Background: an optimization exercise with open tools, aiming at small area, a short achievable clock period and few clock cycles per item. Do not read the settings as production practice.
At most, simulation tests tie the RTL to the original design; equivalence was not proved.
Only the layout flow was run in run 2; the RTL was not checked for function there.
Power is estimated from default activity; no workload was simulated.

==> flow/design.v (outline; a module is shown in full before it is edited, if it fits) <==
// module argb_pixel_blend_unit: 859 lines
module argb_pixel_blend_unit (
  input  logic        clk_i,
  input  logic        rst_ni,
  input  logic        start_i,
  output logic        busy_o,
  input  logic [31:0] src_pixel_i,
  input  logic [31:0] dst_pixel_i,
  output logic        done_o,
  output logic [31:0] out_pixel_o,
  input  logic        cfg_valid_i,
  output logic        cfg_ready_o,
  input  logic [1:0]  cfg_index_i,
  input  logic [31:0] cfg_data_i
);
  // ...
==> flow/run.sh <==
#!/bin/bash
# synth_recipe.tcl (not shown) runs the flow's synth.tcl, then flattens the netlist and writes it again
# the make line also repeats each setting of config.mk as NAME=value (left out here)
make -C /OpenROAD-flow-scripts/flow DESIGN_CONFIG=/design/flow/config.mk WORK_HOME=/design/flow/orfs CLKGATE_MAP_FILE= SYNTH_SCRIPT=/design/flow/synth_recipe.tcl finish
==> flow/config.mk <==
export PLATFORM = sky130hd
export DESIGN_NAME = argb_pixel_blend_unit
export DESIGN_NICKNAME = argb_pixel_blend_unit
export VERILOG_FILES = /design/flow/design.v
export SDC_FILE = /design/flow/constraint.sdc
export NUM_CORES = 4
export LEC_CHECK = 0
export CAP_MARGIN = 20
export CORE_MARGIN = 2
export CORE_UTILIZATION = 40
export SETUP_SLACK_MARGIN = 3.3
export SLEW_MARGIN = 20
==> flow/constraint.sdc <==
create_clock -name core_clock -period 5.5 [get_ports {clk_i}]
set_input_delay 1.1000 -clock core_clock [delete_from_list [all_inputs] [get_ports {clk_i}]]
set_output_delay 1.1000 -clock core_clock [all_outputs]
set_load 0.01 [all_outputs]
==> flow_summary.toml, run 1 <==
[job]
max-cap-violations = 0

[synth]
synth.yosys.warnings = 5
synth_cells = 1630
avgSynthCellArea_um2 = 10.40
synthDominantCellAreaShare_pct = 35.79
ys_types = 52

[clocking]
clock_insertion_delay_worst_skew_ns = 0.54
clkTransAtPathRegs_ns = 0.06
cts_setup_buffers = 1
num_clock_sinks = 352

[outcome]
status = "complete, no violations"

[pwr]
clock_power_uw = 2580
internal_power_consumption_uw = 7180
power_uw = 11320

[detailed_routing]
viasPerCell = 4.813
routed-wl-met3_um = 2560
dr_wl_met2_um = 15410

[grt]
gr-usage-all-layers_pct = 17.13
grtUsageMet1_pct = 25.12

[sta]
unrepaired_setup_endpoints_after_global_routing = "true"
final.hold.worst_slack_ns = 0.3217
post-route-worst-setup-slack_ns = 3.327

[final_layout]
nonClockBufferCount = 148
final_cell_area_mm2 = 0.02003
inverters = 92
top_regs = "r2_0_q: 43 flops, r2_1_q: 43 flops, r2_2_q: 43 flops"
nMultiInputCombCells = 1071
clock_cell_area_share_pct = 6.426

[setup_path]
worstRegToRegCells = 5
critPathMaxFanout = 28
setup.worst_path.start = "dir1_q"
worst-path-stages = 5

[placed_design]
dp.final_hpwl_um = 27330
placedInstanceArea_mm2 = 0.01858
buffer_ports.inserted = 134

[die]
io_pins = 137
core_area_mm2 = 0.04185

[worst_hold_path]
min_from = "sub2_q"
Testbench counts, summed over its fixed seeds: cycles 16,967, items 16,026.
==> module argb_pixel_blend_unit, before the edit <==
module argb_pixel_blend_unit (
  input  logic        clk_i,
  input  logic        rst_ni,
  input  logic        start_i,
  output logic        busy_o,
  input  logic [31:0] src_pixel_i,
  input  logic [31:0] dst_pixel_i,
  output logic        done_o,
  output logic [31:0] out_pixel_o,
  input  logic        cfg_valid_i,
  output logic        cfg_ready_o,
  input  logic [1:0]  cfg_index_i,
  input  logic [31:0] cfg_data_i
);
  logic [2:0]  mode_q;
  logic [7:0]  ca_q;
  logic        sel_q;
  logic [31:0] fill_q;
  assign cfg_ready_o = 1'b1;
  assign busy_o      = 1'b0;
  logic fill_set_q;
  always_ff @(posedge clk_i or negedge rst_ni) begin
    if (!rst_ni) begin
      mode_q     <= 3'd0;
      ca_q       <= 8'hFF;
      sel_q      <= 1'b0;
      fill_set_q <= 1'b0;
    end else if (cfg_valid_i) begin
      case (cfg_index_i)
        2'd0: mode_q     <= cfg_data_i[2:0];
        2'd1: ca_q       <= cfg_data_i[7:0];
        2'd2: sel_q      <= cfg_data_i[0];
        2'd3: fill_set_q <= 1'b1;
        default: ;
      endcase
    end
  end
  always_ff @(posedge clk_i) begin
    if (cfg_valid_i && cfg_index_i == 2'd3) fill_q <= cfg_data_i;
  end
  logic [31:0] s_pix;
  assign s_pix = ({32{sel_q && fill_set_q}} & fill_q) | ({32{!sel_q}} & src_pixel_i);
  logic        m_inv_src, m_inv_dst, m_blend, m_add, m_sub;
  logic [7:0]  alpha;
  logic [23:0] p_d, q_d;
  logic [7:0]  top_d;
  assign m_inv_src = (mode_q == 3'd1);
  assign m_inv_dst = (mode_q == 3'd2);
  assign m_blend   = (mode_q == 3'd3) || (mode_q == 3'd4) || (mode_q == 3'd7);
  assign m_add     = (mode_q == 3'd5);
  assign m_sub     = (mode_q == 3'd6);
  always_comb begin
    case (mode_q)
      3'd3:    alpha = s_pix[31:24];
      3'd4:    alpha = dst_pixel_i[31:24];
      default: alpha = ca_q;
    endcase
  end
  assign p_d   = m_inv_dst ? ~dst_pixel_i[23:0] : (m_inv_src ? ~s_pix[23:0] : s_pix[23:0]);
  assign q_d   = m_sub ? ~dst_pixel_i[23:0] : dst_pixel_i[23:0];
  assign top_d = m_inv_dst ? ~dst_pixel_i[31:24] :
                 m_inv_src ? ~s_pix[31:24] :
                 (mode_q == 3'd0) ? s_pix[31:24] : 8'd0;
  logic        v1_q;
  logic [23:0] p_q, q_q;
  logic [7:0]  top1_q, ra_q;
  logic        dir1_q, dirb1_q, add1_q, sub1_q;
  always_ff @(posedge clk_i or negedge rst_ni) begin
    if (!rst_ni) v1_q <= 1'b0;
    else         v1_q <= start_i;
  end
  logic [7:0] rb;
  always_ff @(posedge clk_i) begin
    p_q     <= p_d;
    q_q     <= q_d;
    top1_q  <= top_d;
    ra_q    <= m_blend ? alpha : 8'd0;
    dir1_q  <= !m_blend;
    dirb1_q <= m_add || m_sub;
    add1_q  <= m_add;
    sub1_q  <= m_sub;
  end
  assign rb = ~ra_q & {8{!dir1_q}};
  logic [7:0] pp0 [8];
  logic [7:0] da0, db0;
  always_comb begin
    for (int i = 0; i < 8; i++)
      pp0[i] = ({8{ra_q[i]}} & p_q[7:0]) | ({8{rb[i]}} & q_q[7:0]);
  end
  assign da0 = p_q[7:0] & {8{dir1_q}};
  assign db0 = q_q[7:0] & {8{dirb1_q}};
  logic [7:0] pp1 [8];
  logic [7:0] da1, db1;
  always_comb begin
    for (int i = 0; i < 8; i++)
      pp1[i] = ({8{ra_q[i]}} & p_q[15:8]) | ({8{rb[i]}} & q_q[15:8]);
  end
  assign da1 = p_q[15:8] & {8{dir1_q}};
  assign db1 = q_q[15:8] & {8{dirb1_q}};
  logic [7:0] pp2 [8];
  logic [7:0] da2, db2;
  always_comb begin
    for (int i = 0; i < 8; i++)
      pp2[i] = ({8{ra_q[i]}} & p_q[23:16]) | ({8{rb[i]}} & q_q[23:16]);
  end
  assign da2 = p_q[23:16] & {8{dir1_q}};
  assign db2 = q_q[23:16] & {8{dirb1_q}};
  logic t0_1;
  logic t0_2;
  assign t0_1 = pp0[0][2] ^ pp0[1][1] ^ pp0[2][0];
  assign t0_2 = (pp0[0][2] & pp0[1][1]) | (pp0[0][2] & pp0[2][0]) | (pp0[1][1] & pp0[2][0]);
  logic t0_3;
  logic t0_4;
  assign t0_3 = pp0[0][3] ^ pp0[1][2] ^ pp0[2][1];
  assign t0_4 = (pp0[0][3] & pp0[1][2]) | (pp0[0][3] & pp0[2][1]) | (pp0[1][2] & pp0[2][1]);
  logic t0_5;
  logic t0_6;
  assign t0_5 = pp0[0][4] ^ pp0[1][3] ^ pp0[2][2];
  assign t0_6 = (pp0[0][4] & pp0[1][3]) | (pp0[0][4] & pp0[2][2]) | (pp0[1][3] & pp0[2][2]);
  logic t0_7;
  logic t0_8;
  assign t0_7 = pp0[0][5] ^ pp0[1][4] ^ pp0[2][3];
  assign t0_8 = (pp0[0][5] & pp0[1][4]) | (pp0[0][5] & pp0[2][3]) | (pp0[1][4] & pp0[2][3]);
  logic t0_9;
  logic t0_10;
  assign t0_9 = pp0[3][2] ^ pp0[4][1] ^ pp0[5][0];
  assign t0_10 = (pp0[3][2] & pp0[4][1]) | (pp0[3][2] & pp0[5][0]) | (pp0[4][1] & pp0[5][0]);
  logic t0_11;
  logic t0_12;
  assign t0_11 = pp0[0][6] ^ pp0[1][5] ^ pp0[2][4];
  assign t0_12 = (pp0[0][6] & pp0[1][5]) | (pp0[0][6] & pp0[2][4]) | (pp0[1][5] & pp0[2][4]);
  logic t0_13;
  logic t0_14;
  assign t0_13 = pp0[3][3] ^ pp0[4][2] ^ pp0[5][1];
  assign t0_14 = (pp0[3][3] & pp0[4][2]) | (pp0[3][3] & pp0[5][1]) | (pp0[4][2] & pp0[5][1]);
  logic t0_15;
  logic t0_16;
  assign t0_15 = pp0[0][7] ^ pp0[1][6] ^ pp0[2][5];
  assign t0_16 = (pp0[0][7] & pp0[1][6]) | (pp0[0][7] & pp0[2][5]) | (pp0[1][6] & pp0[2][5]);
  logic t0_17;
  logic t0_18;
  assign t0_17 = pp0[3][4] ^ pp0[4][3] ^ pp0[5][2];
  assign t0_18 = (pp0[3][4] & pp0[4][3]) | (pp0[3][4] & pp0[5][2]) | (pp0[4][3] & pp0[5][2]);
  logic t0_19;
  logic t0_20;
  assign t0_19 = pp0[1][7] ^ pp0[2][6] ^ pp0[3][5];
  assign t0_20 = (pp0[1][7] & pp0[2][6]) | (pp0[1][7] & pp0[3][5]) | (pp0[2][6] & pp0[3][5]);
  logic t0_21;
  logic t0_22;
  assign t0_21 = pp0[4][4] ^ pp0[5][3] ^ pp0[6][2];
  assign t0_22 = (pp0[4][4] & pp0[5][3]) | (pp0[4][4] & pp0[6][2]) | (pp0[5][3] & pp0[6][2]);
  logic t0_23;
  logic t0_24;
  assign t0_23 = pp0[7][1] ^ da0[0] ^ db0[0];
  assign t0_24 = (pp0[7][1] & da0[0]) | (pp0[7][1] & db0[0]) | (da0[0] & db0[0]);
  logic t0_25;
  logic t0_26;
  assign t0_25 = pp0[2][7] ^ pp0[3][6] ^ pp0[4][5];
  assign t0_26 = (pp0[2][7] & pp0[3][6]) | (pp0[2][7] & pp0[4][5]) | (pp0[3][6] & pp0[4][5]);
  logic t0_27;
  logic t0_28;
  assign t0_27 = pp0[5][4] ^ pp0[6][3] ^ pp0[7][2];
  assign t0_28 = (pp0[5][4] & pp0[6][3]) | (pp0[5][4] & pp0[7][2]) | (pp0[6][3] & pp0[7][2]);
  logic t0_29;
  logic t0_30;
  assign t0_29 = da0[1] ^ db0[1];
  assign t0_30 = da0[1] & db0[1];
  logic t0_31;
  logic t0_32;
  assign t0_31 = pp0[3][7] ^ pp0[4][6] ^ pp0[5][5];
  assign t0_32 = (pp0[3][7] & pp0[4][6]) | (pp0[3][7] & pp0[5][5]) | (pp0[4][6] & pp0[5][5]);
  logic t0_33;
  logic t0_34;
  assign t0_33 = pp0[6][4] ^ pp0[7][3] ^ da0[2];
  assign t0_34 = (pp0[6][4] & pp0[7][3]) | (pp0[6][4] & da0[2]) | (pp0[7][3] & da0[2]);
  logic t0_35;
  logic t0_36;
  assign t0_35 = pp0[4][7] ^ pp0[5][6] ^ pp0[6][5];
  assign t0_36 = (pp0[4][7] & pp0[5][6]) | (pp0[4][7] & pp0[6][5]) | (pp0[5][6] & pp0[6][5]);
  logic t0_37;
  logic t0_38;
  assign t0_37 = pp0[7][4] ^ da0[3] ^ db0[3];
  assign t0_38 = (pp0[7][4] & da0[3]) | (pp0[7][4] & db0[3]) | (da0[3] & db0[3]);
  logic t0_39;
  logic t0_40;
  assign t0_39 = pp0[5][7] ^ pp0[6][6] ^ pp0[7][5];
  assign t0_40 = (pp0[5][7] & pp0[6][6]) | (pp0[5][7] & pp0[7][5]) | (pp0[6][6] & pp0[7][5]);
  logic t0_41;
  logic t0_42;
  assign t0_41 = pp0[6][7] ^ pp0[7][6] ^ da0[5];
  assign t0_42 = (pp0[6][7] & pp0[7][6]) | (pp0[6][7] & da0[5]) | (pp0[7][6] & da0[5]);
  logic t0_43;
  logic t0_44;
  assign t0_43 = pp0[7][7] ^ da0[6] ^ db0[6];
  assign t0_44 = (pp0[7][7] & da0[6]) | (pp0[7][7] & db0[6]) | (da0[6] & db0[6]);
  logic t1_1;
  logic t1_2;
  assign t1_1 = pp1[0][2] ^ pp1[1][1] ^ pp1[2][0];
  assign t1_2 = (pp1[0][2] & pp1[1][1]) | (pp1[0][2] & pp1[2][0]) | (pp1[1][1] & pp1[2][0]);
  logic t1_3;
  logic t1_4;
  assign t1_3 = pp1[0][3] ^ pp1[1][2] ^ pp1[2][1];
  assign t1_4 = (pp1[0][3] & pp1[1][2]) | (pp1[0][3] & pp1[2][1]) | (pp1[1][2] & pp1[2][1]);
  logic t1_5;
  logic t1_6;
  assign t1_5 = pp1[0][4] ^ pp1[1][3] ^ pp1[2][2];
  assign t1_6 = (pp1[0][4] & pp1[1][3]) | (pp1[0][4] & pp1[2][2]) | (pp1[1][3] & pp1[2][2]);
  logic t1_7;
  logic t1_8;
  assign t1_7 = pp1[0][5] ^ pp1[1][4] ^ pp1[2][3];
  assign t1_8 = (pp1[0][5] & pp1[1][4]) | (pp1[0][5] & pp1[2][3]) | (pp1[1][4] & pp1[2][3]);
  logic t1_9;
  logic t1_10;
  assign t1_9 = pp1[3][2] ^ pp1[4][1] ^ pp1[5][0];
  assign t1_10 = (pp1[3][2] & pp1[4][1]) | (pp1[3][2] & pp1[5][0]) | (pp1[4][1] & pp1[5][0]);
  logic t1_11;
  logic t1_12;
  assign t1_11 = pp1[0][6] ^ pp1[1][5] ^ pp1[2][4];
  assign t1_12 = (pp1[0][6] & pp1[1][5]) | (pp1[0][6] & pp1[2][4]) | (pp1[1][5] & pp1[2][4]);
  logic t1_13;
  logic t1_14;
  assign t1_13 = pp1[3][3] ^ pp1[4][2] ^ pp1[5][1];
  assign t1_14 = (pp1[3][3] & pp1[4][2]) | (pp1[3][3] & pp1[5][1]) | (pp1[4][2] & pp1[5][1]);
  logic t1_15;
  logic t1_16;
  assign t1_15 = pp1[0][7] ^ pp1[1][6] ^ pp1[2][5];
  assign t1_16 = (pp1[0][7] & pp1[1][6]) | (pp1[0][7] & pp1[2][5]) | (pp1[1][6] & pp1[2][5]);
  logic t1_17;
  logic t1_18;
  assign t1_17 = pp1[3][4] ^ pp1[4][3] ^ pp1[5][2];
  assign t1_18 = (pp1[3][4] & pp1[4][3]) | (pp1[3][4] & pp1[5][2]) | (pp1[4][3] & pp1[5][2]);
  logic t1_19;
  logic t1_20;
  assign t1_19 = pp1[1][7] ^ pp1[2][6] ^ pp1[3][5];
  assign t1_20 = (pp1[1][7] & pp1[2][6]) | (pp1[1][7] & pp1[3][5]) | (pp1[2][6] & pp1[3][5]);
  logic t1_21;
  logic t1_22;
  assign t1_21 = pp1[4][4] ^ pp1[5][3] ^ pp1[6][2];
  assign t1_22 = (pp1[4][4] & pp1[5][3]) | (pp1[4][4] & pp1[6][2]) | (pp1[5][3] & pp1[6][2]);
  logic t1_23;
  logic t1_24;
  assign t1_23 = pp1[7][1] ^ da1[0] ^ db1[0];
  assign t1_24 = (pp1[7][1] & da1[0]) | (pp1[7][1] & db1[0]) | (da1[0] & db1[0]);
  logic t1_25;
  logic t1_26;
  assign t1_25 = pp1[2][7] ^ pp1[3][6] ^ pp1[4][5];
  assign t1_26 = (pp1[2][7] & pp1[3][6]) | (pp1[2][7] & pp1[4][5]) | (pp1[3][6] & pp1[4][5]);
  logic t1_27;
  logic t1_28;
  assign t1_27 = pp1[5][4] ^ pp1[6][3] ^ pp1[7][2];
  assign t1_28 = (pp1[5][4] & pp1[6][3]) | (pp1[5][4] & pp1[7][2]) | (pp1[6][3] & pp1[7][2]);
  logic t1_29;
  logic t1_30;
  assign t1_29 = da1[1] ^ db1[1];
  assign t1_30 = da1[1] & db1[1];
  logic t1_31;
  logic t1_32;
  assign t1_31 = pp1[3][7] ^ pp1[4][6] ^ pp1[5][5];
  assign t1_32 = (pp1[3][7] & pp1[4][6]) | (pp1[3][7] & pp1[5][5]) | (pp1[4][6] & pp1[5][5]);
  logic t1_33;
  logic t1_34;
  assign t1_33 = pp1[6][4] ^ pp1[7][3] ^ da1[2];
  assign t1_34 = (pp1[6][4] & pp1[7][3]) | (pp1[6][4] & da1[2]) | (pp1[7][3] & da1[2]);
  logic t1_35;
  logic t1_36;
  assign t1_35 = pp1[4][7] ^ pp1[5][6] ^ pp1[6][5];
  assign t1_36 = (pp1[4][7] & pp1[5][6]) | (pp1[4][7] & pp1[6][5]) | (pp1[5][6] & pp1[6][5]);
  logic t1_37;
  logic t1_38;
  assign t1_37 = pp1[7][4] ^ da1[3] ^ db1[3];
  assign t1_38 = (pp1[7][4] & da1[3]) | (pp1[7][4] & db1[3]) | (da1[3] & db1[3]);
  logic t1_39;
  logic t1_40;
  assign t1_39 = pp1[5][7] ^ pp1[6][6] ^ pp1[7][5];
  assign t1_40 = (pp1[5][7] & pp1[6][6]) | (pp1[5][7] & pp1[7][5]) | (pp1[6][6] & pp1[7][5]);
  logic t1_41;
  logic t1_42;
  assign t1_41 = pp1[6][7] ^ pp1[7][6] ^ da1[5];
  assign t1_42 = (pp1[6][7] & pp1[7][6]) | (pp1[6][7] & da1[5]) | (pp1[7][6] & da1[5]);
  logic t1_43;
  logic t1_44;
  assign t1_43 = pp1[7][7] ^ da1[6] ^ db1[6];
  assign t1_44 = (pp1[7][7] & da1[6]) | (pp1[7][7] & db1[6]) | (da1[6] & db1[6]);
  logic t2_1;
  logic t2_2;
  assign t2_1 = pp2[0][2] ^ pp2[1][1] ^ pp2[2][0];
  assign t2_2 = (pp2[0][2] & pp2[1][1]) | (pp2[0][2] & pp2[2][0]) | (pp2[1][1] & pp2[2][0]);
  logic t2_3;
  logic t2_4;
  assign t2_3 = pp2[0][3] ^ pp2[1][2] ^ pp2[2][1];
  assign t2_4 = (pp2[0][3] & pp2[1][2]) | (pp2[0][3] & pp2[2][1]) | (pp2[1][2] & pp2[2][1]);
  logic t2_5;
  logic t2_6;
  assign t2_5 = pp2[0][4] ^ pp2[1][3] ^ pp2[2][2];
  assign t2_6 = (pp2[0][4] & pp2[1][3]) | (pp2[0][4] & pp2[2][2]) | (pp2[1][3] & pp2[2][2]);
  logic t2_7;
  logic t2_8;
  assign t2_7 = pp2[0][5] ^ pp2[1][4] ^ pp2[2][3];
  assign t2_8 = (pp2[0][5] & pp2[1][4]) | (pp2[0][5] & pp2[2][3]) | (pp2[1][4] & pp2[2][3]);
  logic t2_9;
  logic t2_10;
  assign t2_9 = pp2[3][2] ^ pp2[4][1] ^ pp2[5][0];
  assign t2_10 = (pp2[3][2] & pp2[4][1]) | (pp2[3][2] & pp2[5][0]) | (pp2[4][1] & pp2[5][0]);
  logic t2_11;
  logic t2_12;
  assign t2_11 = pp2[0][6] ^ pp2[1][5] ^ pp2[2][4];
  assign t2_12 = (pp2[0][6] & pp2[1][5]) | (pp2[0][6] & pp2[2][4]) | (pp2[1][5] & pp2[2][4]);
  logic t2_13;
  logic t2_14;
  assign t2_13 = pp2[3][3] ^ pp2[4][2] ^ pp2[5][1];
  assign t2_14 = (pp2[3][3] & pp2[4][2]) | (pp2[3][3] & pp2[5][1]) | (pp2[4][2] & pp2[5][1]);
  logic t2_15;
  logic t2_16;
  assign t2_15 = pp2[0][7] ^ pp2[1][6] ^ pp2[2][5];
  assign t2_16 = (pp2[0][7] & pp2[1][6]) | (pp2[0][7] & pp2[2][5]) | (pp2[1][6] & pp2[2][5]);
  logic t2_17;
  logic t2_18;
  assign t2_17 = pp2[3][4] ^ pp2[4][3] ^ pp2[5][2];
  assign t2_18 = (pp2[3][4] & pp2[4][3]) | (pp2[3][4] & pp2[5][2]) | (pp2[4][3] & pp2[5][2]);
  logic t2_19;
  logic t2_20;
  assign t2_19 = pp2[1][7] ^ pp2[2][6] ^ pp2[3][5];
  assign t2_20 = (pp2[1][7] & pp2[2][6]) | (pp2[1][7] & pp2[3][5]) | (pp2[2][6] & pp2[3][5]);
  logic t2_21;
  logic t2_22;
  assign t2_21 = pp2[4][4] ^ pp2[5][3] ^ pp2[6][2];
  assign t2_22 = (pp2[4][4] & pp2[5][3]) | (pp2[4][4] & pp2[6][2]) | (pp2[5][3] & pp2[6][2]);
  logic t2_23;
  logic t2_24;
  assign t2_23 = pp2[7][1] ^ da2[0] ^ db2[0];
  assign t2_24 = (pp2[7][1] & da2[0]) | (pp2[7][1] & db2[0]) | (da2[0] & db2[0]);
  logic t2_25;
  logic t2_26;
  assign t2_25 = pp2[2][7] ^ pp2[3][6] ^ pp2[4][5];
  assign t2_26 = (pp2[2][7] & pp2[3][6]) | (pp2[2][7] & pp2[4][5]) | (pp2[3][6] & pp2[4][5]);
  logic t2_27;
  logic t2_28;
  assign t2_27 = pp2[5][4] ^ pp2[6][3] ^ pp2[7][2];
  assign t2_28 = (pp2[5][4] & pp2[6][3]) | (pp2[5][4] & pp2[7][2]) | (pp2[6][3] & pp2[7][2]);
  logic t2_29;
  logic t2_30;
  assign t2_29 = da2[1] ^ db2[1];
  assign t2_30 = da2[1] & db2[1];
  logic t2_31;
  logic t2_32;
  assign t2_31 = pp2[3][7] ^ pp2[4][6] ^ pp2[5][5];
  assign t2_32 = (pp2[3][7] & pp2[4][6]) | (pp2[3][7] & pp2[5][5]) | (pp2[4][6] & pp2[5][5]);
  logic t2_33;
  logic t2_34;
  assign t2_33 = pp2[6][4] ^ pp2[7][3] ^ da2[2];
  assign t2_34 = (pp2[6][4] & pp2[7][3]) | (pp2[6][4] & da2[2]) | (pp2[7][3] & da2[2]);
  logic t2_35;
  logic t2_36;
  assign t2_35 = pp2[4][7] ^ pp2[5][6] ^ pp2[6][5];
  assign t2_36 = (pp2[4][7] & pp2[5][6]) | (pp2[4][7] & pp2[6][5]) | (pp2[5][6] & pp2[6][5]);
  logic t2_37;
  logic t2_38;
  assign t2_37 = pp2[7][4] ^ da2[3] ^ db2[3];
  assign t2_38 = (pp2[7][4] & da2[3]) | (pp2[7][4] & db2[3]) | (da2[3] & db2[3]);
  logic t2_39;
  logic t2_40;
  assign t2_39 = pp2[5][7] ^ pp2[6][6] ^ pp2[7][5];
  assign t2_40 = (pp2[5][7] & pp2[6][6]) | (pp2[5][7] & pp2[7][5]) | (pp2[6][6] & pp2[7][5]);
  logic t2_41;
  logic t2_42;
  assign t2_41 = pp2[6][7] ^ pp2[7][6] ^ da2[5];
  assign t2_42 = (pp2[6][7] & pp2[7][6]) | (pp2[6][7] & da2[5]) | (pp2[7][6] & da2[5]);
  logic t2_43;
  logic t2_44;
  assign t2_43 = pp2[7][7] ^ da2[6] ^ db2[6];
  assign t2_44 = (pp2[7][7] & da2[6]) | (pp2[7][7] & db2[6]) | (da2[6] & db2[6]);
  logic t0_45;
  logic t0_46;
  assign t0_45 = t0_2 ^ t0_3 ^ pp0[3][0];
  assign t0_46 = (t0_2 & t0_3) | (t0_2 & pp0[3][0]) | (t0_3 & pp0[3][0]);
  logic t0_47;
  logic t0_48;
  assign t0_47 = t0_4 ^ t0_5 ^ pp0[3][1];
  assign t0_48 = (t0_4 & t0_5) | (t0_4 & pp0[3][1]) | (t0_5 & pp0[3][1]);
  logic t0_49;
  logic t0_50;
  assign t0_49 = t0_6 ^ t0_7 ^ t0_9;
  assign t0_50 = (t0_6 & t0_7) | (t0_6 & t0_9) | (t0_7 & t0_9);
  logic t0_51;
  logic t0_52;
  assign t0_51 = t0_8 ^ t0_10 ^ t0_11;
  assign t0_52 = (t0_8 & t0_10) | (t0_8 & t0_11) | (t0_10 & t0_11);
  logic t0_53;
  logic t0_54;
  assign t0_53 = t0_12 ^ t0_14 ^ t0_15;
  assign t0_54 = (t0_12 & t0_14) | (t0_12 & t0_15) | (t0_14 & t0_15);
  logic t0_55;
  logic t0_56;
  assign t0_55 = t0_17 ^ pp0[6][1] ^ pp0[7][0];
  assign t0_56 = (t0_17 & pp0[6][1]) | (t0_17 & pp0[7][0]) | (pp0[6][1] & pp0[7][0]);
  logic t0_57;
  logic t0_58;
  assign t0_57 = t0_16 ^ t0_18 ^ t0_19;
  assign t0_58 = (t0_16 & t0_18) | (t0_16 & t0_19) | (t0_18 & t0_19);
  logic t0_59;
  logic t0_60;
  assign t0_59 = t0_21 ^ t0_23;
  assign t0_60 = t0_21 & t0_23;
  logic t0_61;
  logic t0_62;
  assign t0_61 = t0_20 ^ t0_22 ^ t0_24;
  assign t0_62 = (t0_20 & t0_22) | (t0_20 & t0_24) | (t0_22 & t0_24);
  logic t0_63;
  logic t0_64;
  assign t0_63 = t0_25 ^ t0_27 ^ t0_29;
  assign t0_64 = (t0_25 & t0_27) | (t0_25 & t0_29) | (t0_27 & t0_29);
  logic t0_65;
  logic t0_66;
  assign t0_65 = t0_26 ^ t0_28 ^ t0_30;
  assign t0_66 = (t0_26 & t0_28) | (t0_26 & t0_30) | (t0_28 & t0_30);
  logic t0_67;
  logic t0_68;
  assign t0_67 = t0_31 ^ t0_33 ^ db0[2];
  assign t0_68 = (t0_31 & t0_33) | (t0_31 & db0[2]) | (t0_33 & db0[2]);
  logic t0_69;
  logic t0_70;
  assign t0_69 = t0_32 ^ t0_34 ^ t0_35;
  assign t0_70 = (t0_32 & t0_34) | (t0_32 & t0_35) | (t0_34 & t0_35);
  logic t0_71;
  logic t0_72;
  assign t0_71 = t0_36 ^ t0_38 ^ t0_39;
  assign t0_72 = (t0_36 & t0_38) | (t0_36 & t0_39) | (t0_38 & t0_39);
  logic t0_73;
  logic t0_74;
  assign t0_73 = t0_40 ^ t0_41 ^ db0[5];
  assign t0_74 = (t0_40 & t0_41) | (t0_40 & db0[5]) | (t0_41 & db0[5]);
  logic t0_75;
  logic t0_76;
  assign t0_75 = t0_44 ^ da0[7] ^ db0[7];
  assign t0_76 = (t0_44 & da0[7]) | (t0_44 & db0[7]) | (da0[7] & db0[7]);
  logic t1_45;
  logic t1_46;
  assign t1_45 = t1_2 ^ t1_3 ^ pp1[3][0];
  assign t1_46 = (t1_2 & t1_3) | (t1_2 & pp1[3][0]) | (t1_3 & pp1[3][0]);
  logic t1_47;
  logic t1_48;
  assign t1_47 = t1_4 ^ t1_5 ^ pp1[3][1];
  assign t1_48 = (t1_4 & t1_5) | (t1_4 & pp1[3][1]) | (t1_5 & pp1[3][1]);
  logic t1_49;
  logic t1_50;
  assign t1_49 = t1_6 ^ t1_7 ^ t1_9;
  assign t1_50 = (t1_6 & t1_7) | (t1_6 & t1_9) | (t1_7 & t1_9);
  logic t1_51;
  logic t1_52;
  assign t1_51 = t1_8 ^ t1_10 ^ t1_11;
  assign t1_52 = (t1_8 & t1_10) | (t1_8 & t1_11) | (t1_10 & t1_11);
  logic t1_53;
  logic t1_54;
  assign t1_53 = t1_12 ^ t1_14 ^ t1_15;
  assign t1_54 = (t1_12 & t1_14) | (t1_12 & t1_15) | (t1_14 & t1_15);
  logic t1_55;
  logic t1_56;
  assign t1_55 = t1_17 ^ pp1[6][1] ^ pp1[7][0];
  assign t1_56 = (t1_17 & pp1[6][1]) | (t1_17 & pp1[7][0]) | (pp1[6][1] & pp1[7][0]);
  logic t1_57;
  logic t1_58;
  assign t1_57 = t1_16 ^ t1_18 ^ t1_19;
  assign t1_58 = (t1_16 & t1_18) | (t1_16 & t1_19) | (t1_18 & t1_19);
  logic t1_59;
  logic t1_60;
  assign t1_59 = t1_21 ^ t1_23;
  assign t1_60 = t1_21 & t1_23;
  logic t1_61;
  logic t1_62;
  assign t1_61 = t1_20 ^ t1_22 ^ t1_24;
  assign t1_62 = (t1_20 & t1_22) | (t1_20 & t1_24) | (t1_22 & t1_24);
  logic t1_63;
  logic t1_64;
  assign t1_63 = t1_25 ^ t1_27 ^ t1_29;
  assign t1_64 = (t1_25 & t1_27) | (t1_25 & t1_29) | (t1_27 & t1_29);
  logic t1_65;
  logic t1_66;
  assign t1_65 = t1_26 ^ t1_28 ^ t1_30;
  assign t1_66 = (t1_26 & t1_28) | (t1_26 & t1_30) | (t1_28 & t1_30);
  logic t1_67;
  logic t1_68;
  assign t1_67 = t1_31 ^ t1_33 ^ db1[2];
  assign t1_68 = (t1_31 & t1_33) | (t1_31 & db1[2]) | (t1_33 & db1[2]);
  logic t1_69;
  logic t1_70;
  assign t1_69 = t1_32 ^ t1_34 ^ t1_35;
  assign t1_70 = (t1_32 & t1_34) | (t1_32 & t1_35) | (t1_34 & t1_35);
  logic t1_71;
  logic t1_72;
  assign t1_71 = t1_36 ^ t1_38 ^ t1_39;
  assign t1_72 = (t1_36 & t1_38) | (t1_36 & t1_39) | (t1_38 & t1_39);
  logic t1_73;
  logic t1_74;
  assign t1_73 = t1_40 ^ t1_41 ^ db1[5];
  assign t1_74 = (t1_40 & t1_41) | (t1_40 & db1[5]) | (t1_41 & db1[5]);
  logic t1_75;
  logic t1_76;
  assign t1_75 = t1_44 ^ da1[7] ^ db1[7];
  assign t1_76 = (t1_44 & da1[7]) | (t1_44 & db1[7]) | (da1[7] & db1[7]);
  logic t2_45;
  logic t2_46;
  assign t2_45 = t2_2 ^ t2_3 ^ pp2[3][0];
  assign t2_46 = (t2_2 & t2_3) | (t2_2 & pp2[3][0]) | (t2_3 & pp2[3][0]);
  logic t2_47;
  logic t2_48;
  assign t2_47 = t2_4 ^ t2_5 ^ pp2[3][1];
  assign t2_48 = (t2_4 & t2_5) | (t2_4 & pp2[3][1]) | (t2_5 & pp2[3][1]);
  logic t2_49;
  logic t2_50;
  assign t2_49 = t2_6 ^ t2_7 ^ t2_9;
  assign t2_50 = (t2_6 & t2_7) | (t2_6 & t2_9) | (t2_7 & t2_9);
  logic t2_51;
  logic t2_52;
  assign t2_51 = t2_8 ^ t2_10 ^ t2_11;
  assign t2_52 = (t2_8 & t2_10) | (t2_8 & t2_11) | (t2_10 & t2_11);
  logic t2_53;
  logic t2_54;
  assign t2_53 = t2_12 ^ t2_14 ^ t2_15;
  assign t2_54 = (t2_12 & t2_14) | (t2_12 & t2_15) | (t2_14 & t2_15);
  logic t2_55;
  logic t2_56;
  assign t2_55 = t2_17 ^ pp2[6][1] ^ pp2[7][0];
  assign t2_56 = (t2_17 & pp2[6][1]) | (t2_17 & pp2[7][0]) | (pp2[6][1] & pp2[7][0]);
  logic t2_57;
  logic t2_58;
  assign t2_57 = t2_16 ^ t2_18 ^ t2_19;
  assign t2_58 = (t2_16 & t2_18) | (t2_16 & t2_19) | (t2_18 & t2_19);
  logic t2_59;
  logic t2_60;
  assign t2_59 = t2_21 ^ t2_23;
  assign t2_60 = t2_21 & t2_23;
  logic t2_61;
  logic t2_62;
  assign t2_61 = t2_20 ^ t2_22 ^ t2_24;
  assign t2_62 = (t2_20 & t2_22) | (t2_20 & t2_24) | (t2_22 & t2_24);
  logic t2_63;
  logic t2_64;
  assign t2_63 = t2_25 ^ t2_27 ^ t2_29;
  assign t2_64 = (t2_25 & t2_27) | (t2_25 & t2_29) | (t2_27 & t2_29);
  logic t2_65;
  logic t2_66;
  assign t2_65 = t2_26 ^ t2_28 ^ t2_30;
  assign t2_66 = (t2_26 & t2_28) | (t2_26 & t2_30) | (t2_28 & t2_30);
  logic t2_67;
  logic t2_68;
  assign t2_67 = t2_31 ^ t2_33 ^ db2[2];
  assign t2_68 = (t2_31 & t2_33) | (t2_31 & db2[2]) | (t2_33 & db2[2]);
  logic t2_69;
  logic t2_70;
  assign t2_69 = t2_32 ^ t2_34 ^ t2_35;
  assign t2_70 = (t2_32 & t2_34) | (t2_32 & t2_35) | (t2_34 & t2_35);
  logic t2_71;
  logic t2_72;
  assign t2_71 = t2_36 ^ t2_38 ^ t2_39;
  assign t2_72 = (t2_36 & t2_38) | (t2_36 & t2_39) | (t2_38 & t2_39);
  logic t2_73;
  logic t2_74;
  assign t2_73 = t2_40 ^ t2_41 ^ db2[5];
  assign t2_74 = (t2_40 & t2_41) | (t2_40 & db2[5]) | (t2_41 & db2[5]);
  logic t2_75;
  logic t2_76;
  assign t2_75 = t2_44 ^ da2[7] ^ db2[7];
  assign t2_76 = (t2_44 & da2[7]) | (t2_44 & db2[7]) | (da2[7] & db2[7]);
  logic v2_q, add2_q, sub2_q;
  logic [7:0] top2_q;
  always_ff @(posedge clk_i or negedge rst_ni) begin
    if (!rst_ni) v2_q <= 1'b0;
    else         v2_q <= v1_q;
  end
  logic [43:0] r2_0_q;
  logic [43:0] r2_1_q;
  logic [43:0] r2_2_q;
  always_ff @(posedge clk_i) begin
    add2_q <= add1_q;
    sub2_q <= sub1_q;
    top2_q <= top1_q;
    r2_0_q <= {t0_76, t0_75, t0_43, t0_42, t0_74, t0_73, t0_72, db0[4], da0[4], t0_71, t0_70, t0_37, t0_69, t0_68, t0_66, t0_67, t0_65, t0_64, t0_62, t0_63, t0_61, t0_60, t0_58, t0_59, t0_57, t0_56, t0_54, t0_55, t0_53, t0_52, pp0[6][0], t0_13, t0_51, t0_50, t0_49, t0_48, pp0[4][0], t0_47, t0_46, t0_45, t0_1, pp0[1][0], pp0[0][1], pp0[0][0]};
    r2_1_q <= {t1_76, t1_75, t1_43, t1_42, t1_74, t1_73, t1_72, db1[4], da1[4], t1_71, t1_70, t1_37, t1_69, t1_68, t1_66, t1_67, t1_65, t1_64, t1_62, t1_63, t1_61, t1_60, t1_58, t1_59, t1_57, t1_56, t1_54, t1_55, t1_53, t1_52, pp1[6][0], t1_13, t1_51, t1_50, t1_49, t1_48, pp1[4][0], t1_47, t1_46, t1_45, t1_1, pp1[1][0], pp1[0][1], pp1[0][0]};
    r2_2_q <= {t2_76, t2_75, t2_43, t2_42, t2_74, t2_73, t2_72, db2[4], da2[4], t2_71, t2_70, t2_37, t2_69, t2_68, t2_66, t2_67, t2_65, t2_64, t2_62, t2_63, t2_61, t2_60, t2_58, t2_59, t2_57, t2_56, t2_54, t2_55, t2_53, t2_52, pp2[6][0], t2_13, t2_51, t2_50, t2_49, t2_48, pp2[4][0], t2_47, t2_46, t2_45, t2_1, pp2[1][0], pp2[0][1], pp2[0][0]};
  end
  logic t2_0_1;
  logic t2_0_2;
  assign t2_0_1 = r2_0_q[10] ^ r2_0_q[11];
  assign t2_0_2 = r2_0_q[10] & r2_0_q[11];
  logic t2_0_3;
  logic t2_0_4;
  assign t2_0_3 = r2_0_q[14] ^ r2_0_q[15];
  assign t2_0_4 = r2_0_q[14] & r2_0_q[15];
  logic t2_0_5;
  logic t2_0_6;
  assign t2_0_5 = r2_0_q[17] ^ r2_0_q[18] ^ r2_0_q[19];
  assign t2_0_6 = (r2_0_q[17] & r2_0_q[18]) | (r2_0_q[17] & r2_0_q[19]) | (r2_0_q[18] & r2_0_q[19]);
  logic t2_0_7;
  logic t2_0_8;
  assign t2_0_7 = r2_0_q[21] ^ r2_0_q[22] ^ r2_0_q[23];
  assign t2_0_8 = (r2_0_q[21] & r2_0_q[22]) | (r2_0_q[21] & r2_0_q[23]) | (r2_0_q[22] & r2_0_q[23]);
  logic t2_0_9;
  logic t2_0_10;
  assign t2_0_9 = r2_0_q[25] ^ r2_0_q[26] ^ r2_0_q[27];
  assign t2_0_10 = (r2_0_q[25] & r2_0_q[26]) | (r2_0_q[25] & r2_0_q[27]) | (r2_0_q[26] & r2_0_q[27]);
  logic t2_0_11;
  logic t2_0_12;
  assign t2_0_11 = r2_0_q[29] ^ r2_0_q[30] ^ r2_0_q[31];
  assign t2_0_12 = (r2_0_q[29] & r2_0_q[30]) | (r2_0_q[29] & r2_0_q[31]) | (r2_0_q[30] & r2_0_q[31]);
  logic t2_0_13;
  logic t2_0_14;
  assign t2_0_13 = r2_0_q[33] ^ r2_0_q[34] ^ r2_0_q[35];
  assign t2_0_14 = (r2_0_q[33] & r2_0_q[34]) | (r2_0_q[33] & r2_0_q[35]) | (r2_0_q[34] & r2_0_q[35]);
  logic t2_1_1;
  logic t2_1_2;
  assign t2_1_1 = r2_1_q[10] ^ r2_1_q[11];
  assign t2_1_2 = r2_1_q[10] & r2_1_q[11];
  logic t2_1_3;
  logic t2_1_4;
  assign t2_1_3 = r2_1_q[14] ^ r2_1_q[15];
  assign t2_1_4 = r2_1_q[14] & r2_1_q[15];
  logic t2_1_5;
  logic t2_1_6;
  assign t2_1_5 = r2_1_q[17] ^ r2_1_q[18] ^ r2_1_q[19];
  assign t2_1_6 = (r2_1_q[17] & r2_1_q[18]) | (r2_1_q[17] & r2_1_q[19]) | (r2_1_q[18] & r2_1_q[19]);
  logic t2_1_7;
  logic t2_1_8;
  assign t2_1_7 = r2_1_q[21] ^ r2_1_q[22] ^ r2_1_q[23];
  assign t2_1_8 = (r2_1_q[21] & r2_1_q[22]) | (r2_1_q[21] & r2_1_q[23]) | (r2_1_q[22] & r2_1_q[23]);
  logic t2_1_9;
  logic t2_1_10;
  assign t2_1_9 = r2_1_q[25] ^ r2_1_q[26] ^ r2_1_q[27];
  assign t2_1_10 = (r2_1_q[25] & r2_1_q[26]) | (r2_1_q[25] & r2_1_q[27]) | (r2_1_q[26] & r2_1_q[27]);
  logic t2_1_11;
  logic t2_1_12;
  assign t2_1_11 = r2_1_q[29] ^ r2_1_q[30] ^ r2_1_q[31];
  assign t2_1_12 = (r2_1_q[29] & r2_1_q[30]) | (r2_1_q[29] & r2_1_q[31]) | (r2_1_q[30] & r2_1_q[31]);
  logic t2_1_13;
  logic t2_1_14;
  assign t2_1_13 = r2_1_q[33] ^ r2_1_q[34] ^ r2_1_q[35];
  assign t2_1_14 = (r2_1_q[33] & r2_1_q[34]) | (r2_1_q[33] & r2_1_q[35]) | (r2_1_q[34] & r2_1_q[35]);
  logic t2_2_1;
  logic t2_2_2;
  assign t2_2_1 = r2_2_q[10] ^ r2_2_q[11];
  assign t2_2_2 = r2_2_q[10] & r2_2_q[11];
  logic t2_2_3;
  logic t2_2_4;
  assign t2_2_3 = r2_2_q[14] ^ r2_2_q[15];
  assign t2_2_4 = r2_2_q[14] & r2_2_q[15];
  logic t2_2_5;
  logic t2_2_6;
  assign t2_2_5 = r2_2_q[17] ^ r2_2_q[18] ^ r2_2_q[19];
  assign t2_2_6 = (r2_2_q[17] & r2_2_q[18]) | (r2_2_q[17] & r2_2_q[19]) | (r2_2_q[18] & r2_2_q[19]);
  logic t2_2_7;
  logic t2_2_8;
  assign t2_2_7 = r2_2_q[21] ^ r2_2_q[22] ^ r2_2_q[23];
  assign t2_2_8 = (r2_2_q[21] & r2_2_q[22]) | (r2_2_q[21] & r2_2_q[23]) | (r2_2_q[22] & r2_2_q[23]);
  logic t2_2_9;
  logic t2_2_10;
  assign t2_2_9 = r2_2_q[25] ^ r2_2_q[26] ^ r2_2_q[27];
  assign t2_2_10 = (r2_2_q[25] & r2_2_q[26]) | (r2_2_q[25] & r2_2_q[27]) | (r2_2_q[26] & r2_2_q[27]);
  logic t2_2_11;
  logic t2_2_12;
  assign t2_2_11 = r2_2_q[29] ^ r2_2_q[30] ^ r2_2_q[31];
  assign t2_2_12 = (r2_2_q[29] & r2_2_q[30]) | (r2_2_q[29] & r2_2_q[31]) | (r2_2_q[30] & r2_2_q[31]);
  logic t2_2_13;
  logic t2_2_14;
  assign t2_2_13 = r2_2_q[33] ^ r2_2_q[34] ^ r2_2_q[35];
  assign t2_2_14 = (r2_2_q[33] & r2_2_q[34]) | (r2_2_q[33] & r2_2_q[35]) | (r2_2_q[34] & r2_2_q[35]);
  logic t2_0_15;
  logic t2_0_16;
  assign t2_0_15 = r2_0_q[5] ^ r2_0_q[6];
  assign t2_0_16 = r2_0_q[5] & r2_0_q[6];
  logic t2_0_17;
  logic t2_0_18;
  assign t2_0_17 = r2_0_q[8] ^ r2_0_q[9];
  assign t2_0_18 = r2_0_q[8] & r2_0_q[9];
  logic t2_0_19;
  logic t2_0_20;
  assign t2_0_19 = t2_0_1 ^ r2_0_q[12] ^ r2_0_q[13];
  assign t2_0_20 = (t2_0_1 & r2_0_q[12]) | (t2_0_1 & r2_0_q[13]) | (r2_0_q[12] & r2_0_q[13]);
  logic t2_0_21;
  logic t2_0_22;
  assign t2_0_21 = t2_0_2 ^ t2_0_3 ^ r2_0_q[16];
  assign t2_0_22 = (t2_0_2 & t2_0_3) | (t2_0_2 & r2_0_q[16]) | (t2_0_3 & r2_0_q[16]);
  logic t2_0_23;
  logic t2_0_24;
  assign t2_0_23 = t2_0_4 ^ t2_0_5 ^ r2_0_q[20];
  assign t2_0_24 = (t2_0_4 & t2_0_5) | (t2_0_4 & r2_0_q[20]) | (t2_0_5 & r2_0_q[20]);
  logic t2_0_25;
  logic t2_0_26;
  assign t2_0_25 = t2_0_6 ^ t2_0_7 ^ r2_0_q[24];
  assign t2_0_26 = (t2_0_6 & t2_0_7) | (t2_0_6 & r2_0_q[24]) | (t2_0_7 & r2_0_q[24]);
  logic t2_0_27;
  logic t2_0_28;
  assign t2_0_27 = t2_0_8 ^ t2_0_9 ^ r2_0_q[28];
  assign t2_0_28 = (t2_0_8 & t2_0_9) | (t2_0_8 & r2_0_q[28]) | (t2_0_9 & r2_0_q[28]);
  logic t2_0_29;
  logic t2_0_30;
  assign t2_0_29 = t2_0_10 ^ t2_0_11 ^ r2_0_q[32];
  assign t2_0_30 = (t2_0_10 & t2_0_11) | (t2_0_10 & r2_0_q[32]) | (t2_0_11 & r2_0_q[32]);
  logic t2_0_31;
  logic t2_0_32;
  assign t2_0_31 = t2_0_12 ^ t2_0_13 ^ r2_0_q[36];
  assign t2_0_32 = (t2_0_12 & t2_0_13) | (t2_0_12 & r2_0_q[36]) | (t2_0_13 & r2_0_q[36]);
  logic t2_0_33;
  logic t2_0_34;
  assign t2_0_33 = t2_0_14 ^ r2_0_q[37] ^ r2_0_q[38];
  assign t2_0_34 = (t2_0_14 & r2_0_q[37]) | (t2_0_14 & r2_0_q[38]) | (r2_0_q[37] & r2_0_q[38]);
  logic t2_0_35;
  logic t2_0_36;
  assign t2_0_35 = r2_0_q[39] ^ r2_0_q[40] ^ r2_0_q[41];
  assign t2_0_36 = (r2_0_q[39] & r2_0_q[40]) | (r2_0_q[39] & r2_0_q[41]) | (r2_0_q[40] & r2_0_q[41]);
  logic t2_1_15;
  logic t2_1_16;
  assign t2_1_15 = r2_1_q[5] ^ r2_1_q[6];
  assign t2_1_16 = r2_1_q[5] & r2_1_q[6];
  logic t2_1_17;
  logic t2_1_18;
  assign t2_1_17 = r2_1_q[8] ^ r2_1_q[9];
  assign t2_1_18 = r2_1_q[8] & r2_1_q[9];
  logic t2_1_19;
  logic t2_1_20;
  assign t2_1_19 = t2_1_1 ^ r2_1_q[12] ^ r2_1_q[13];
  assign t2_1_20 = (t2_1_1 & r2_1_q[12]) | (t2_1_1 & r2_1_q[13]) | (r2_1_q[12] & r2_1_q[13]);
  logic t2_1_21;
  logic t2_1_22;
  assign t2_1_21 = t2_1_2 ^ t2_1_3 ^ r2_1_q[16];
  assign t2_1_22 = (t2_1_2 & t2_1_3) | (t2_1_2 & r2_1_q[16]) | (t2_1_3 & r2_1_q[16]);
  logic t2_1_23;
  logic t2_1_24;
  assign t2_1_23 = t2_1_4 ^ t2_1_5 ^ r2_1_q[20];
  assign t2_1_24 = (t2_1_4 & t2_1_5) | (t2_1_4 & r2_1_q[20]) | (t2_1_5 & r2_1_q[20]);
  logic t2_1_25;
  logic t2_1_26;
  assign t2_1_25 = t2_1_6 ^ t2_1_7 ^ r2_1_q[24];
  assign t2_1_26 = (t2_1_6 & t2_1_7) | (t2_1_6 & r2_1_q[24]) | (t2_1_7 & r2_1_q[24]);
  logic t2_1_27;
  logic t2_1_28;
  assign t2_1_27 = t2_1_8 ^ t2_1_9 ^ r2_1_q[28];
  assign t2_1_28 = (t2_1_8 & t2_1_9) | (t2_1_8 & r2_1_q[28]) | (t2_1_9 & r2_1_q[28]);
  logic t2_1_29;
  logic t2_1_30;
  assign t2_1_29 = t2_1_10 ^ t2_1_11 ^ r2_1_q[32];
  assign t2_1_30 = (t2_1_10 & t2_1_11) | (t2_1_10 & r2_1_q[32]) | (t2_1_11 & r2_1_q[32]);
  logic t2_1_31;
  logic t2_1_32;
  assign t2_1_31 = t2_1_12 ^ t2_1_13 ^ r2_1_q[36];
  assign t2_1_32 = (t2_1_12 & t2_1_13) | (t2_1_12 & r2_1_q[36]) | (t2_1_13 & r2_1_q[36]);
  logic t2_1_33;
  logic t2_1_34;
  assign t2_1_33 = t2_1_14 ^ r2_1_q[37] ^ r2_1_q[38];
  assign t2_1_34 = (t2_1_14 & r2_1_q[37]) | (t2_1_14 & r2_1_q[38]) | (r2_1_q[37] & r2_1_q[38]);
  logic t2_1_35;
  logic t2_1_36;
  assign t2_1_35 = r2_1_q[39] ^ r2_1_q[40] ^ r2_1_q[41];
  assign t2_1_36 = (r2_1_q[39] & r2_1_q[40]) | (r2_1_q[39] & r2_1_q[41]) | (r2_1_q[40] & r2_1_q[41]);
  logic t2_2_15;
  logic t2_2_16;
  assign t2_2_15 = r2_2_q[5] ^ r2_2_q[6];
  assign t2_2_16 = r2_2_q[5] & r2_2_q[6];
  logic t2_2_17;
  logic t2_2_18;
  assign t2_2_17 = r2_2_q[8] ^ r2_2_q[9];
  assign t2_2_18 = r2_2_q[8] & r2_2_q[9];
  logic t2_2_19;
  logic t2_2_20;
  assign t2_2_19 = t2_2_1 ^ r2_2_q[12] ^ r2_2_q[13];
  assign t2_2_20 = (t2_2_1 & r2_2_q[12]) | (t2_2_1 & r2_2_q[13]) | (r2_2_q[12] & r2_2_q[13]);
  logic t2_2_21;
  logic t2_2_22;
  assign t2_2_21 = t2_2_2 ^ t2_2_3 ^ r2_2_q[16];
  assign t2_2_22 = (t2_2_2 & t2_2_3) | (t2_2_2 & r2_2_q[16]) | (t2_2_3 & r2_2_q[16]);
  logic t2_2_23;
  logic t2_2_24;
  assign t2_2_23 = t2_2_4 ^ t2_2_5 ^ r2_2_q[20];
  assign t2_2_24 = (t2_2_4 & t2_2_5) | (t2_2_4 & r2_2_q[20]) | (t2_2_5 & r2_2_q[20]);
  logic t2_2_25;
  logic t2_2_26;
  assign t2_2_25 = t2_2_6 ^ t2_2_7 ^ r2_2_q[24];
  assign t2_2_26 = (t2_2_6 & t2_2_7) | (t2_2_6 & r2_2_q[24]) | (t2_2_7 & r2_2_q[24]);
  logic t2_2_27;
  logic t2_2_28;
  assign t2_2_27 = t2_2_8 ^ t2_2_9 ^ r2_2_q[28];
  assign t2_2_28 = (t2_2_8 & t2_2_9) | (t2_2_8 & r2_2_q[28]) | (t2_2_9 & r2_2_q[28]);
  logic t2_2_29;
  logic t2_2_30;
  assign t2_2_29 = t2_2_10 ^ t2_2_11 ^ r2_2_q[32];
  assign t2_2_30 = (t2_2_10 & t2_2_11) | (t2_2_10 & r2_2_q[32]) | (t2_2_11 & r2_2_q[32]);
  logic t2_2_31;
  logic t2_2_32;
  assign t2_2_31 = t2_2_12 ^ t2_2_13 ^ r2_2_q[36];
  assign t2_2_32 = (t2_2_12 & t2_2_13) | (t2_2_12 & r2_2_q[36]) | (t2_2_13 & r2_2_q[36]);
  logic t2_2_33;
  logic t2_2_34;
  assign t2_2_33 = t2_2_14 ^ r2_2_q[37] ^ r2_2_q[38];
  assign t2_2_34 = (t2_2_14 & r2_2_q[37]) | (t2_2_14 & r2_2_q[38]) | (r2_2_q[37] & r2_2_q[38]);
  logic t2_2_35;
  logic t2_2_36;
  assign t2_2_35 = r2_2_q[39] ^ r2_2_q[40] ^ r2_2_q[41];
  assign t2_2_36 = (r2_2_q[39] & r2_2_q[40]) | (r2_2_q[39] & r2_2_q[41]) | (r2_2_q[40] & r2_2_q[41]);
  logic [8:0] lo3_0;
  assign lo3_0 = {1'b0, t2_0_20, t2_0_18, t2_0_16, t2_0_15, r2_0_q[4], r2_0_q[3], r2_0_q[1], r2_0_q[0]} + {1'b0, t2_0_21, t2_0_19, t2_0_17, r2_0_q[7], 1'b0, 1'b0, r2_0_q[2], 1'b0};
  logic [8:0] lo3_1;
  assign lo3_1 = {1'b0, t2_1_20, t2_1_18, t2_1_16, t2_1_15, r2_1_q[4], r2_1_q[3], r2_1_q[1], r2_1_q[0]} + {1'b0, t2_1_21, t2_1_19, t2_1_17, r2_1_q[7], 1'b0, 1'b0, r2_1_q[2], 1'b0};
  logic [8:0] lo3_2;
  assign lo3_2 = {1'b0, t2_2_20, t2_2_18, t2_2_16, t2_2_15, r2_2_q[4], r2_2_q[3], r2_2_q[1], r2_2_q[0]} + {1'b0, t2_2_21, t2_2_19, t2_2_17, r2_2_q[7], 1'b0, 1'b0, r2_2_q[2], 1'b0};
  logic v3_q, add3_q, sub3_q;
  logic [7:0] top3_q;
  always_ff @(posedge clk_i or negedge rst_ni) begin
    if (!rst_ni) v3_q <= 1'b0;
    else         v3_q <= v2_q;
  end
  logic [17:0] r3_0_q;
  logic [17:0] r3_1_q;
  logic [17:0] r3_2_q;
  always_ff @(posedge clk_i) begin
    add3_q <= add2_q;
    sub3_q <= sub2_q;
    top3_q <= top2_q;
    r3_0_q <= {r2_0_q[43], r2_0_q[42], t2_0_36, t2_0_35, t2_0_34, t2_0_33, t2_0_32, t2_0_31, t2_0_30, t2_0_29, t2_0_28, t2_0_27, t2_0_26, t2_0_25, t2_0_24, lo3_0[8], t2_0_23, t2_0_22};
    r3_1_q <= {r2_1_q[43], r2_1_q[42], t2_1_36, t2_1_35, t2_1_34, t2_1_33, t2_1_32, t2_1_31, t2_1_30, t2_1_29, t2_1_28, t2_1_27, t2_1_26, t2_1_25, t2_1_24, lo3_1[8], t2_1_23, t2_1_22};
    r3_2_q <= {r2_2_q[43], r2_2_q[42], t2_2_36, t2_2_35, t2_2_34, t2_2_33, t2_2_32, t2_2_31, t2_2_30, t2_2_29, t2_2_28, t2_2_27, t2_2_26, t2_2_25, t2_2_24, lo3_2[8], t2_2_23, t2_2_22};
  end
  logic [7:0] res_d [3];
  logic [16:0] fa0, fb0, fs0;
  assign fa0 = {r3_0_q[17], r3_0_q[15], r3_0_q[13], r3_0_q[11], r3_0_q[9], r3_0_q[7], r3_0_q[5], r3_0_q[3], r3_0_q[0], 1'b0, 1'b0, 1'b0, 1'b0, 1'b0, 1'b0, 1'b0, 1'b0};
  assign fb0 = {1'b0, r3_0_q[16], r3_0_q[14], r3_0_q[12], r3_0_q[10], r3_0_q[8], r3_0_q[6], r3_0_q[4], r3_0_q[1], 1'b0, 1'b0, 1'b0, 1'b0, 1'b0, 1'b0, 1'b0, 1'b0};
  assign fs0[7:0] = 8'd0;
  logic [9:0] fh0;
  assign fh0 = {fa0[16:8], r3_0_q[2]} + {fb0[16:8], r3_0_q[2]};
  assign fs0[16:8] = fh0[9:1];
  assign res_d[0] = (add3_q && fs0[16]) ? 8'hFF :
                    sub3_q ? (fs0[16] ? 8'h00 : ~fs0[15:8]) : fs0[15:8];
  logic [16:0] fa1, fb1, fs1;
  assign fa1 = {r3_1_q[17], r3_1_q[15], r3_1_q[13], r3_1_q[11], r3_1_q[9], r3_1_q[7], r3_1_q[5], r3_1_q[3], r3_1_q[0], 1'b0, 1'b0, 1'b0, 1'b0, 1'b0, 1'b0, 1'b0, 1'b0};
  assign fb1 = {1'b0, r3_1_q[16], r3_1_q[14], r3_1_q[12], r3_1_q[10], r3_1_q[8], r3_1_q[6], r3_1_q[4], r3_1_q[1], 1'b0, 1'b0, 1'b0, 1'b0, 1'b0, 1'b0, 1'b0, 1'b0};
  assign fs1[7:0] = 8'd0;
  logic [9:0] fh1;
  assign fh1 = {fa1[16:8], r3_1_q[2]} + {fb1[16:8], r3_1_q[2]};
  assign fs1[16:8] = fh1[9:1];
  assign res_d[1] = (add3_q && fs1[16]) ? 8'hFF :
                    sub3_q ? (fs1[16] ? 8'h00 : ~fs1[15:8]) : fs1[15:8];
  logic [16:0] fa2, fb2, fs2;
  assign fa2 = {r3_2_q[17], r3_2_q[15], r3_2_q[13], r3_2_q[11], r3_2_q[9], r3_2_q[7], r3_2_q[5], r3_2_q[3], r3_2_q[0], 1'b0, 1'b0, 1'b0, 1'b0, 1'b0, 1'b0, 1'b0, 1'b0};
  assign fb2 = {1'b0, r3_2_q[16], r3_2_q[14], r3_2_q[12], r3_2_q[10], r3_2_q[8], r3_2_q[6], r3_2_q[4], r3_2_q[1], 1'b0, 1'b0, 1'b0, 1'b0, 1'b0, 1'b0, 1'b0, 1'b0};
  assign fs2[7:0] = 8'd0;
  logic [9:0] fh2;
  assign fh2 = {fa2[16:8], r3_2_q[2]} + {fb2[16:8], r3_2_q[2]};
  assign fs2[16:8] = fh2[9:1];
  assign res_d[2] = (add3_q && fs2[16]) ? 8'hFF :
                    sub3_q ? (fs2[16] ? 8'h00 : ~fs2[15:8]) : fs2[15:8];
  logic        vo_q;
  logic [31:0] out_q;
  always_ff @(posedge clk_i or negedge rst_ni) begin
    if (!rst_ni) vo_q <= 1'b0;
    else         vo_q <= v3_q;
  end
  always_ff @(posedge clk_i) begin
    out_q <= {top3_q, res_d[2], res_d[1], res_d[0]};
  end
  assign done_o      = vo_q;
  assign out_pixel_o = out_q;
endmodule
==> run 2, diff against run 1 <==
--- a/flow/design.v
+++ b/flow/design.v
@@ -57,6 +57,7 @@
     endcase
   end
-  assign p_d   = m_inv_dst ? ~dst_pixel_i[23:0] : (m_inv_src ? ~s_pix[23:0] : s_pix[23:0]);
-  assign q_d   = m_sub ? ~dst_pixel_i[23:0] : dst_pixel_i[23:0];
+  assign p_d   = m_inv_dst ? ~dst_pixel_i[23:0] :
+                 (m_inv_src || m_sub) ? ~s_pix[23:0] : s_pix[23:0];
+  assign q_d   = dst_pixel_i[23:0];
   assign top_d = m_inv_dst ? ~dst_pixel_i[31:24] :
                  m_inv_src ? ~s_pix[31:24] :
@@ -814,7 +815,7 @@
     sub3_q <= sub2_q;
     top3_q <= top2_q;
-    r3_0_q <= {r2_0_q[43], r2_0_q[42], t2_0_36, t2_0_35, t2_0_34, t2_0_33, t2_0_32, t2_0_31, t2_0_30, t2_0_29, t2_0_28, t2_0_27, t2_0_26, t2_0_25, t2_0_24, lo3_0[8], t2_0_23, t2_0_22};
-    r3_1_q <= {r2_1_q[43], r2_1_q[42], t2_1_36, t2_1_35, t2_1_34, t2_1_33, t2_1_32, t2_1_31, t2_1_30, t2_1_29, t2_1_28, t2_1_27, t2_1_26, t2_1_25, t2_1_24, lo3_1[8], t2_1_23, t2_1_22};
-    r3_2_q <= {r2_2_q[43], r2_2_q[42], t2_2_36, t2_2_35, t2_2_34, t2_2_33, t2_2_32, t2_2_31, t2_2_30, t2_2_29, t2_2_28, t2_2_27, t2_2_26, t2_2_25, t2_2_24, lo3_2[8], t2_2_23, t2_2_22};
+    r3_0_q <= {r2_0_q[43], r2_0_q[42], t2_0_36, t2_0_35, t2_0_34, t2_0_33, t2_0_32, t2_0_31, t2_0_30, t2_0_29, t2_0_28, t2_0_27, t2_0_26, t2_0_25, t2_0_24, (lo3_0[8] | sub2_q), t2_0_23, t2_0_22};
+    r3_1_q <= {r2_1_q[43], r2_1_q[42], t2_1_36, t2_1_35, t2_1_34, t2_1_33, t2_1_32, t2_1_31, t2_1_30, t2_1_29, t2_1_28, t2_1_27, t2_1_26, t2_1_25, t2_1_24, (lo3_1[8] | sub2_q), t2_1_23, t2_1_22};
+    r3_2_q <= {r2_2_q[43], r2_2_q[42], t2_2_36, t2_2_35, t2_2_34, t2_2_33, t2_2_32, t2_2_31, t2_2_30, t2_2_29, t2_2_28, t2_2_27, t2_2_26, t2_2_25, t2_2_24, (lo3_2[8] | sub2_q), t2_2_23, t2_2_22};
   end
   logic [7:0] res_d [3];
@@ -827,5 +828,5 @@
   assign fs0[16:8] = fh0[9:1];
   assign res_d[0] = (add3_q && fs0[16]) ? 8'hFF :
-                    sub3_q ? (fs0[16] ? 8'h00 : ~fs0[15:8]) : fs0[15:8];
+                    (sub3_q && !fs0[16]) ? 8'h00 : fs0[15:8];
   logic [16:0] fa1, fb1, fs1;
   assign fa1 = {r3_1_q[17], r3_1_q[15], r3_1_q[13], r3_1_q[11], r3_1_q[9], r3_1_q[7], r3_1_q[5], r3_1_q[3], r3_1_q[0], 1'b0, 1'b0, 1'b0, 1'b0, 1'b0, 1'b0, 1'b0, 1'b0};
@@ -836,5 +837,5 @@
   assign fs1[16:8] = fh1[9:1];
   assign res_d[1] = (add3_q && fs1[16]) ? 8'hFF :
-                    sub3_q ? (fs1[16] ? 8'h00 : ~fs1[15:8]) : fs1[15:8];
+                    (sub3_q && !fs1[16]) ? 8'h00 : fs1[15:8];
   logic [16:0] fa2, fb2, fs2;
   assign fa2 = {r3_2_q[17], r3_2_q[15], r3_2_q[13], r3_2_q[11], r3_2_q[9], r3_2_q[7], r3_2_q[5], r3_2_q[3], r3_2_q[0], 1'b0, 1'b0, 1'b0, 1'b0, 1'b0, 1'b0, 1'b0, 1'b0};
@@ -845,5 +846,5 @@
   assign fs2[16:8] = fh2[9:1];
   assign res_d[2] = (add3_q && fs2[16]) ? 8'hFF :
-                    sub3_q ? (fs2[16] ? 8'h00 : ~fs2[15:8]) : fs2[15:8];
+                    (sub3_q && !fs2[16]) ? 8'h00 : fs2[15:8];
   logic        vo_q;
   logic [31:0] out_q;
==> flow_summary.toml, run 2 <==
[placed_design]
dp_cells = 2175
dp.final_hpwl_um = 26810
buffer_ports.inserted = 134
globalplace.congestion = 0.8501

[synth]
main_combinational_cell_family_by_area_after_synthesis = "adder cells"
synthDominantCellAreaShare_pct = 36.63
ys_types = 54
synth_edf_count = 32
post_synth_instance_area_mm2 = 0.01656
synth_cells = 1601
synth.yosys.warnings = 5
postSynthRegisterBits = 352
synth.area.mux_share_pct = 0.9974
synth-compound-area-share_pct = 12.08
synthMostInstantiatedCell = "sky130_fd_sc_hd__dfxtp_1"
synth_sequential_area_ratio_pct = 45.07
avgSynthCellArea_um2 = 10.34
synth_async_sr_flop_share_pct = 4.830
synthesis.nets = 1910
netlist_top_cells_area = "sky130_fd_sc_hd__dfxtp_1 37%, sky130_fd_sc_hd__fa_1 18%, sky130_fd_sc_hd__edfxtp_1 5.8%"

[setup_path]
timing.critical_path.slowest_cell_delay_ns = 0.42
start_kind = "flop"
endpoint_kind_of_the_worst_setup_timing_path = "primary output"
worst-path-buf-inv = 1
worstPathArrival_ns = 1.13
cp_slowest_cell = "sky130_fd_sc_hd__dfrtp_1"
critPathMaxFanout = 1

[pwr]
irDropWorstVdd_mv = 0.2422
power_uw = 11320
leakage_power_uw = 0.008422

[detailed_routing]
final_antenna_net_count = 0
routedWlPerCell_um = 16.48
drtIter0Drc = 630
drc_errors = 0
drt_wl_total_um = 37120
firstDrtPassIters = 5
viasPerCell = 4.899

[sta]
relSlewSlack_pct = 45.02
clock_skew_ns = 0.03681
timing_hold_violations_final = 0
timing.final.crit_period_ns = 2.232
max_slew.worst_pin.slew_ns = 0.8222
unrepaired_setup_endpoints_after_global_routing = "true"
fmax_mhz = 448.1
setup-violations-final = 0

[final_layout]
layout-drive-gt1-share_pct = 11.63
nFillCells = 3703
top_regs = "r2_0_q: 43 flops, r2_1_q: 43 flops, r2_2_q: 43 flops"
area.growth.synth_to_final_pct = 19.26
final_nets = 1997
most_frequent_cells_in_the_layout = "301 x sky130_fd_sc_hd__dfxtp_1, 160 x sky130_fd_sc_hd__nand2_1, 153 x sky130_fd_sc_hd__fa_1"
layout.cells.non_filler = 2252

[clocking]
number_of_cts_inserted_buffers = 41
clock_tree.root_cell = "sky130_fd_sc_hd__clkbuf_16"
clock_insertion_delay_worst_skew_ns = 0.55
clock_path_buffers = 3
num_clock_sinks = 352
clkTransAtPathRegs_ns = 0.06
tritoncts_clock_tree = "built"

[die]
io_pins = 137
die_area_mm2 = 0.04304
core.rowCount = 74
initial_core_util_pct = 40.55
die_x_um = 207.5
core_area_mm2 = 0.04083

[outcome]
status = "complete, no violations"

[grt]
gr-usage-all-layers_pct = 17.05
grt_overflow_total = 0
initial_antenna_violation_count = 7

[job]
max-cap-violations = 0

[worst_hold_path]
worstHoldPathType = "reg2reg"
run 2: cell types whose count changed in the layout (fill, tap and decap cells not counted), sizes merged, moves of 19 or more:
cell,before,now
o21ai,178,159
nor2,71,121
o211ai,27,1
a21oi,72,126
nand2,196,161
xnor2,57,16
run 2: stage by stage:
step | hold WS [ns] | worst slack, ns | area, µm²
detailed placement | 0.3121 | 2.759 | 18240
global route | 0.3304 | 3.193 | 19750
floorplan | 0.3096 | 3.326 | 16560
CTS | 0.3256 | 3.215 | 19700
finish | 0.3233 | 3.268 | 19750
global placement | 0.3114 | 2.764 | 18240
run 2: cell families (layout without fill, tap and decap cells):
| kind of cell | after synthesis | after routing |
|---|---|---|
| AOI/OAI and AO/OA | 356 | 357 |
| other | 2 | 2 |
| muxes | 14 | 14 |
| and+or+nand+nor | 429 | 429 |
| DFF | 352 | 352 |
| buffers and inverters | 195 | 313 |
| adders and majority gates | 207 | 207 |
| xor gates and xnor gates | 46 | 46 |
run 2: metal layers:
metal | global-route usage, % | part of all wire [%]
met1 | 23.33 | 46
met2 | 25.94 | 44
met3 | 4.735 | 7.4
met4 | 6.059 | 2.4
met5 | 0 | 0.15
run 2: layout make-up:
class | instances | area, µm² | area share, %
clock inverters | 21 | 214.0 | 1.083
repair buffers | 148 | 1375 | 6.963
multi-input cells | 1055 | 8507 | 43.08
clock buffers | 54 | 1176 | 5.956
flip-flops and latches | 352 | 7472 | 37.84
inverters | 90 | 337.8 | 1.711
well taps | 532 | 665.6 | 3.371
run 2: worst paths after layout:
check / startpoint / end / slack [ns] / cells after the start
max: vo_q / done_o / 3.27 / 1
min: top2_q[2] / top3_q[2] / 0.32 / 0
max reg2reg: dir1_q / r2_2_q[31] / 3.28 / 5
min reg2reg: top2_q[2] / top3_q[2] / 0.32 / 0
max in group asynchronous: rst_ni / sel_q / 3.87 / 1
min in group asynchronous: rst_ni / mode_q[1] / 1.02 / 1
run 2: power breakdown:
part	internal, µW	switching [µW]
registers	3570	616
clock network	1650	1070
logic	1940	2460
total	7170	4150
run 2: repair_timing:
| item | in CTS | in global routing |
|---|---|---|
| pin swaps | 1 | 0 |
| cloned | 1 | 1 |
| gates resized for setup | 146 | 76 |
| setup buffers | 0 | 0 |
| setup endpoints to repair | 146 | 96 |
| endpoints found under the hold margin | 0 | 0 |
run 2: worst reg2reg max path: cells and delay by family, from the launching register on:
family                     cells  cell delay, ns
adders and majority gates      2            0.97
DFF                            1            0.37
AOI/OAI and AO/OA              1            0.29
and+or+nand+nor                1            0.30
buffers and inverters          1            0.16

==> what the ideal ports hide <==
No port has a modelled driver above. Below, the same layouts with a new extraction and two added sets of constraints.
Step 1 assumes that a clkbuf_16 drives the clock port and a buf_2 every other input.
Step 2 also shifts input and output timing later by t, the mid clock arrival at the registers, as if the neighbouring blocks saw the same clock.
Slacks: no drivers / after step 1 / after step 2; pairs: no drivers / after step 1.
| run | t (ns) | setup WS [ns] |
|---|---|---|
| run 1 | 0.579 | 3.327 / 3.292 / 2.807 |
| run 2 | 0.589 | 3.268 / 3.215 / 2.852 |
After both steps every run listed still meets setup and hold.
